From an optimization exercise on the open Yosys and OpenROAD flow, aimed at small area, a short achievable clock period and few clock cycles; shortcuts taken in it are not production practice.
The RTL was checked by simulation tests, not by an equivalence proof against the original design.
No activity file was given, so power comes from the tool's default toggle rates.

==> flow/design.v (excerpt) <==
module arc4_gen #(
  parameter int KEY_BYTES  = 3,
  parameter int ADDR_W     = 8,
  parameter int DROP_BYTES = 256
) (
  input  logic                   clk,
  input  logic                   rst,
  input  logic                   en,
  output logic                   rdy,
  output logic                   done,
  input  logic [8*KEY_BYTES-1:0] key,
  output logic [ADDR_W-1:0]      ct_addr,
  input  logic [7:0]             ct_rddata,
  output logic [ADDR_W-1:0]      pt_addr,
  output logic [7:0]             pt_wrdata,
  output logic                   pt_wren
);
export LEC_CHECK = 0
export CAP_MARGIN = 40
export CORE_MARGIN = 2
export CORE_UTILIZATION = 52
export CTS_CLUSTER_DIAMETER = 90
export CTS_CLUSTER_SIZE = 25
export PLACE_DENSITY = 0.62
export SETUP_SLACK_MARGIN = 5
export SLEW_MARGIN = 20
create_clock -name core_clock -period 10.0 [get_ports {clk}]
standard.sh (not shown) runs the stock make flow with config.mk's settings and CLKGATE_MAP_FILE= SYNTH_SCRIPT=/design/flow/synth_recipe.tcl, a recipe that flattens the netlist after the stock synthesis.
==> flow/flow/run.sh <==
#!/bin/bash
set -o pipefail
MARGIN=6.8
sed -e 's/ SETUP_SLACK_MARGIN=[^ ]*//' \
    -e "s/\"\${@:-finish}\"/SETUP_SLACK_MARGIN=$MARGIN \"\${@:-finish}\"/" \
    standard.sh > standard_margin.sh
bash standard_margin.sh > standard.log 2>&1
Testbench counts at the start, summed over its fixed seeds: cycles 44,067.
Rerun with:
--- a/flow/flow/run.sh
+++ b/flow/flow/run.sh
@@ -2,3 +2,3 @@
 set -o pipefail
-MARGIN=6.8
+MARGIN=6.6
 sed -e 's/ SETUP_SLACK_MARGIN=[^ ]*//' \
CORE_UTILIZATION = 45   (was 52)
PLACE_DENSITY = 0.55   (was 0.62)
Outcome: The changed run passed the timing, design-rule and antenna checks. Cell count went up by 2.1%. Setup slack gets better by 0.34 ns. Non-clock buffer count went down by 75. Critical path depth rises by 1.
Rerun with:
--- a/flow/flow/run.sh
+++ b/flow/flow/run.sh
@@ -2,3 +2,3 @@
 set -o pipefail
-MARGIN=6.6
+MARGIN=7.0
 sed -e 's/ SETUP_SLACK_MARGIN=[^ ]*//' \
CTS_CLUSTER_DIAMETER = 80   (was 90)
CTS_CLUSTER_SIZE = 20   (was 25)
The new run completed with no timing, DRC or antenna violations.
Final area came out higher by 8.2%.
First-iteration DRC count came out higher by 4.9%.
Via count came out higher by 3.7%.
Wire length came out higher by 8.5%.
Flip-flop and latch count does not change.
Sequential share of layout area came out lower by 3.2 points.
Clock power came out higher by 8.4%.
Worst setup slack is better by 0.18 ns.
Register-to-register slack is better by 0.18 ns.
Synthesized area stays the same.

The RTL this note starts from:
==> flow/design.v <==
module arc4_gen #(
  parameter int KEY_BYTES  = 3,
  parameter int ADDR_W     = 8,
  parameter int DROP_BYTES = 256
) (
  input  logic                   clk,
  input  logic                   rst,
  input  logic                   en,
  output logic                   rdy,
  output logic                   done,
  input  logic [8*KEY_BYTES-1:0] key,
  output logic [ADDR_W-1:0]      ct_addr,
  input  logic [7:0]             ct_rddata,
  output logic [ADDR_W-1:0]      pt_addr,
  output logic [7:0]             pt_wrdata,
  output logic                   pt_wren
);
  localparam int KW = 8 * KEY_BYTES;
  logic r_rdy;     
  logic r_busy;    
  logic r_idle;
  logic r_done;
  logic r_first;   
  logic r_ksa;     
  logic r_prga;    
  logic r_nop1;    
  logic r_vb;      
  logic r_vc;
  logic r_vd;
  logic r_len0;
  logic [7:0]        r_o;       
  logic [7:0]        r_i;       
  logic [7:0]        r_ctr;     
  logic [7:0]        r_q;       
  logic [7:0]        r_lm1;     
  logic [KW-1:0]     r_key;     
  logic [7:0]        r_si;      
  logic [7:0]        r_si2;
  logic              r_fwd;     
  logic              r_jr0;     
  logic [7:0]        r_jlog;    
  logic [15:0]       r_jh;      
  logic [15:0]       r_jl;      
  logic [15:0]       r_rh;      
  logic [63:0]       r_rl;      
  logic [7:0]        r_sj;      
  logic [7:0]        r_tb2;     
  logic [15:0]       r_th;      
  logic [63:0]       r_tl;
  logic [7:0]        r_tx;      
  logic              r_fjd;     
  logic [ADDR_W-1:0] r_pt_addr;
  logic [7:0]        r_pt_wrdata;
  logic              r_pt_wren;
  logic [255:0][7:0] r_s;
  logic       w_step;
  logic [7:0] w_s1;
  logic [7:0] w_si;
  logic [7:0] w_kn;
  logic [7:0] w_jr;
  logic [7:0] w_qn;
  logic [7:0] w_jl;
  logic [7:0] w_xo;
  logic [7:0] w_rb;
  logic [7:0] w_t1;
  logic [7:0] w_tlog;
  logic [7:0] w_sjv;
  logic       w_fi;
  logic       w_fj;
  logic [254:0] w_sel;
  logic       w_last;
  logic       w_end;
  logic       w_next_idle;
  assign rdy       = r_rdy;
  assign r_idle    = ~r_busy;
  assign done      = r_done;
  assign ct_addr   = ADDR_W'(r_ctr);
  assign pt_addr   = r_pt_addr;
  assign pt_wrdata = r_pt_wrdata;
  assign pt_wren   = r_pt_wren;
  function automatic logic [7:0] add2(input logic [7:0] a, input logic [7:0] b);
    logic [7:0] g, p, gg, pp;
    g = a & b;
    p = a ^ b;
    gg = g;
    pp = p;
    for (int l = 0; l < 3; l++)
      for (int k = 7; k >= 1; k--)
        if (k >= (1 << l)) begin
          gg[k] = gg[k] | (pp[k] & gg[k-(1<<l)]);
          pp[k] = pp[k] & pp[k-(1<<l)];
        end
    add2 = p ^ {gg[6:0], 1'b0};
  endfunction
  function automatic logic [7:0] add3(input logic [7:0] a, input logic [7:0] b,
                                      input logic [7:0] c);
    add3 = add2(a ^ b ^ c, {(a[6:0] & b[6:0]) | (a[6:0] & c[6:0]) | (b[6:0] & c[6:0]), 1'b0});
  endfunction
  function automatic logic [15:0] onehot4(input logic [3:0] v);
    for (int k = 0; k < 16; k++) onehot4[k] = (v == 4'(k));
  endfunction
  function automatic logic [63:0] onehotq(input logic [7:0] v);
    for (int a = 0; a < 4; a++)
      for (int b = 0; b < 16; b++)
        onehotq[16*a + b] = (v[7:6] == 2'(a)) && (v[3:0] == 4'(b));
  endfunction
  function automatic logic [7:0] rd(input logic [255:0][7:0] s,
                                    input logic [15:0] h, input logic [63:0] l);
    logic [7:0] g;
    rd = 8'd0;
    for (int a = 0; a < 16; a++) begin
      g = 8'd0;
      for (int b = 0; b < 16; b++) g = g | (s[(16*a + b + 255) % 256] & {8{l[16*(a/4) + b]}});
      rd = rd | (g & {8{h[a]}});
    end
  endfunction
  assign w_step = r_ksa | r_prga;
  assign w_s1   = r_s[1] ^ ~r_i;                 
  assign w_si   = r_fwd ? r_si : w_s1;
  assign w_jr   = r_fwd ? add2(r_q, r_si) : add2(r_q, w_s1);   
  assign w_kn   = r_ksa ? r_key[KW-9 -: 8] : 8'hFF;
  assign w_qn   = r_fwd ? add3(r_q, r_si, w_kn) : add3(r_q, w_s1, w_kn);
  assign w_jl   = r_fwd ? add3(r_q, r_si, r_o) : add3(r_q, w_s1, r_o);   
  assign w_xo   = r_idle ? 8'h00 : (r_si ^ r_jlog);     
  assign w_rb   = rd(r_s, r_rh, r_rl);
  assign w_sjv  = w_rb ^ r_jlog ^ {8{~r_jr0}};          
  always_comb begin
    for (int q = 0; q < 255; q++)
      w_sel[q] = r_jh[((q + 2) % 256) / 16] & r_jl[(q + 2) % 16];
  end
  assign w_t1   = add2(r_tb2, r_sj);             
  assign w_tlog = add2(r_si2, r_sj);             
  assign w_fi   = (w_t1 == 8'd0);
  assign w_fj   = (w_t1 == r_q);
  always_ff @(posedge clk) begin
    for (int q = 0; q < 255; q++)
      r_s[q] <= ~(w_sel[q] ? ((q % 2 == 1) ? w_xo : ~w_xo) : r_s[q+1]);
    r_s[255] <= w_rb ^ (r_idle ? 8'hFF : r_jlog ^ r_o ^ {8{r_jr0}});
  end
  assign w_last      = r_ksa & (r_o == 8'hFE) & r_len0;    
  assign w_end       = r_vd & ~r_vc;                         
  assign w_next_idle = rst | (r_idle & ~en) | w_last | w_end;
  always_ff @(posedge clk) begin
    r_fwd <= w_step & (w_jr == 8'd2);
    r_si  <= w_si;
    r_jr0 <= w_step ? w_jr[0] : 1'b1;
    r_jlog <= r_idle ? 8'hFF : (w_step ? w_jl : r_i);
    r_jh  <= w_next_idle ? 16'hFFFF : (w_step ? onehot4(w_jr[7:4]) : 16'h0001);
    r_jl  <= w_next_idle ? 16'hFFFF : (w_step ? onehot4(w_jr[3:0]) : 16'h0002);
    r_rh  <= w_next_idle ? 16'h0000 : (w_step ? onehot4(w_jr[7:4]) : 16'h0001);
    r_rl  <= w_next_idle ? '0 : (w_step ? onehotq(w_jr) : onehotq(8'd1));
    r_q   <= r_idle ? key[KW-1 -: 8] + 8'd1 : (w_step ? w_qn : 8'd0);
    r_o   <= r_idle ? 8'hFF : r_o + 8'd1;
    r_i   <= r_idle ? 8'h00 : r_i + 8'd1;
    for (int b = 0; b < KEY_BYTES; b++)
      if (r_idle) r_key[8*b +: 8] <= key[8*b +: 8] - 8'd1;
    if (!r_idle) r_key <= {r_key[KW-9:0], r_key[KW-1 -: 8]};
    r_si2 <= r_si;
    r_sj  <= w_sjv;
    r_tb2 <= r_si + ~r_o;
    r_th  <= (r_vc & ~w_fi & ~w_fj) ? onehot4(w_t1[7:4]) : 16'h0000;
    r_tl  <= onehotq(w_t1);
    r_tx  <= (~r_vc | (w_fj & ~w_fi)) ? 8'h00 : w_fi ? r_si : (w_tlog ^ {8{~w_t1[0]}});
    r_fjd <= r_vc & w_fj & ~w_fi;
    if (r_first) begin
      r_lm1  <= ct_rddata - 8'd1;
      r_len0 <= (ct_rddata == 8'd0);
    end
  end
  always_ff @(posedge clk) begin
    if (rst) begin
      r_rdy       <= 1'b1;
      r_busy      <= 1'b0;
      r_done      <= 1'b0;
      r_first     <= 1'b0;
      r_ksa       <= 1'b0;
      r_prga      <= 1'b0;
      r_nop1      <= 1'b0;
      r_vb        <= 1'b0;
      r_vc        <= 1'b0;
      r_vd        <= 1'b0;
      r_ctr       <= '0;
      r_pt_addr   <= '0;
      r_pt_wrdata <= '0;
      r_pt_wren   <= 1'b0;
    end else begin
      r_done      <= 1'b0;
      r_first     <= 1'b0;
      r_vb        <= r_prga;
      r_vc        <= r_vb;
      r_vd        <= r_vc;
      r_pt_wren   <= r_first | r_vd;
      r_pt_addr   <= r_first ? '0 : ADDR_W'(r_ctr + 8'hFF);
      r_pt_wrdata <= ct_rddata ^ rd(r_s, r_th, r_tl) ^ r_tx ^ (r_fjd ? r_sj : 8'h00);
      r_ctr       <= (r_idle | w_last | w_end) ? 8'h00 :
                     r_first ? 8'hFF : r_ctr + 8'd1;
      r_nop1      <= r_ksa & (r_o == 8'hFE) & ~r_len0;
      if (r_idle && en) begin
        r_rdy   <= 1'b0;
        r_busy  <= 1'b1;
        r_ksa   <= 1'b1;
        r_first <= 1'b1;
      end
      if (r_ksa && r_o == 8'hFE) r_ksa <= 1'b0;
      if (r_nop1) r_prga <= 1'b1;
      if (r_prga && r_o == r_lm1) r_prga <= 1'b0;
      if (w_last || w_end) begin
        r_done <= 1'b1;
        r_rdy  <= 1'b1;
        r_busy <= 1'b0;
        r_ksa  <= 1'b0;
        r_prga <= 1'b0;
      end
    end
  end
endmodule
Settings: LEC_CHECK=0, CAP_MARGIN=40, CORE_MARGIN=2, CORE_UTILIZATION=45, CTS_CLUSTER_DIAMETER=90, CTS_CLUSTER_SIZE=25, PLACE_DENSITY=0.55, SETUP_SLACK_MARGIN=5, SLEW_MARGIN=20; clock period 10.0 ns.
==> flow/flow/run.sh <==
#!/bin/bash
set -o pipefail
MARGIN=6.8
sed -e 's/ SETUP_SLACK_MARGIN=[^ ]*//' \
    -e "s/\"\${@:-finish}\"/SETUP_SLACK_MARGIN=$MARGIN \"\${@:-finish}\"/" \
    standard.sh > standard_margin.sh
bash standard_margin.sh > standard.log 2>&1
The starting point passed the timing, design-rule and antenna checks.
Testbench counts at the start, summed over its fixed seeds: cycles 44,067.
Change:
--- a/flow/flow/run.sh
+++ b/flow/flow/run.sh
@@ -1,5 +1,5 @@
 #!/bin/bash
 set -o pipefail
-MARGIN=6.8
+MARGIN=6.6
 sed -e 's/ SETUP_SLACK_MARGIN=[^ ]*//' \
     -e "s/\"\${@:-finish}\"/SETUP_SLACK_MARGIN=$MARGIN \"\${@:-finish}\"/" \
Count of clock-buffer cells in the layout stays the same. Total power stays flat. Routed wire length falls by about 0.65%. Synthesized area stays the same. Setup slack is worse by 140 ps. Final area falls by 1.0%. Clock power rises by about 3.7%.

[afterwards: timing with drivers on the ports]
The results above use ideal ports. As a check the final layouts listed here were re-extracted and re-timed, cells and wires unchanged. Step 1 sets driving cells, clkbuf_16 on the clock port and buf_2 on the other inputs (assumed; they add their load-dependent delay and slew). Step 2 also shifts input and output timing later by t, the mid clock arrival at the registers, as if the neighbouring blocks saw the same clock. Slacks: ideal ports / drivers / drivers and shift; pairs: ideal ports / drivers.
| run | shift t [ns] | setup slack, ns | hold slack, ns | worst setup path at the end | cell pins on the clock port's net |
|---|---|---|---|---|---|
| the first run of note 1 | 0.958 | 5.853 / 5.853 / 5.853 | 0.438 / 0.438 / 0.438 | register to register | 1 |
| the second run of note 1 | 0.974 | 6.193 / 6.193 / 5.896 | 0.438 / 0.438 / 0.438 | input to register | 1 |
| the third run of note 1 | 0.987 | 6.373 / 6.373 / 5.957 | 0.405 / 0.405 / 0.405 | input to register | 1 |
| the first run of note 2 | 0.931 | 6.569 / 6.477 / 6.037 | 0.443 / 0.443 / 0.443 | input to register | 1 |
| the second run of note 2 | 0.945 | 6.427 / 6.427 / 5.795 | 0.443 / 0.443 / 0.443 | input to register | 1 |
After both steps setup and hold are still met in every run listed. The setup slack of the second run of note 2, which loses most, moves by 0.000 ns with the drivers and by -0.632 ns with both steps.
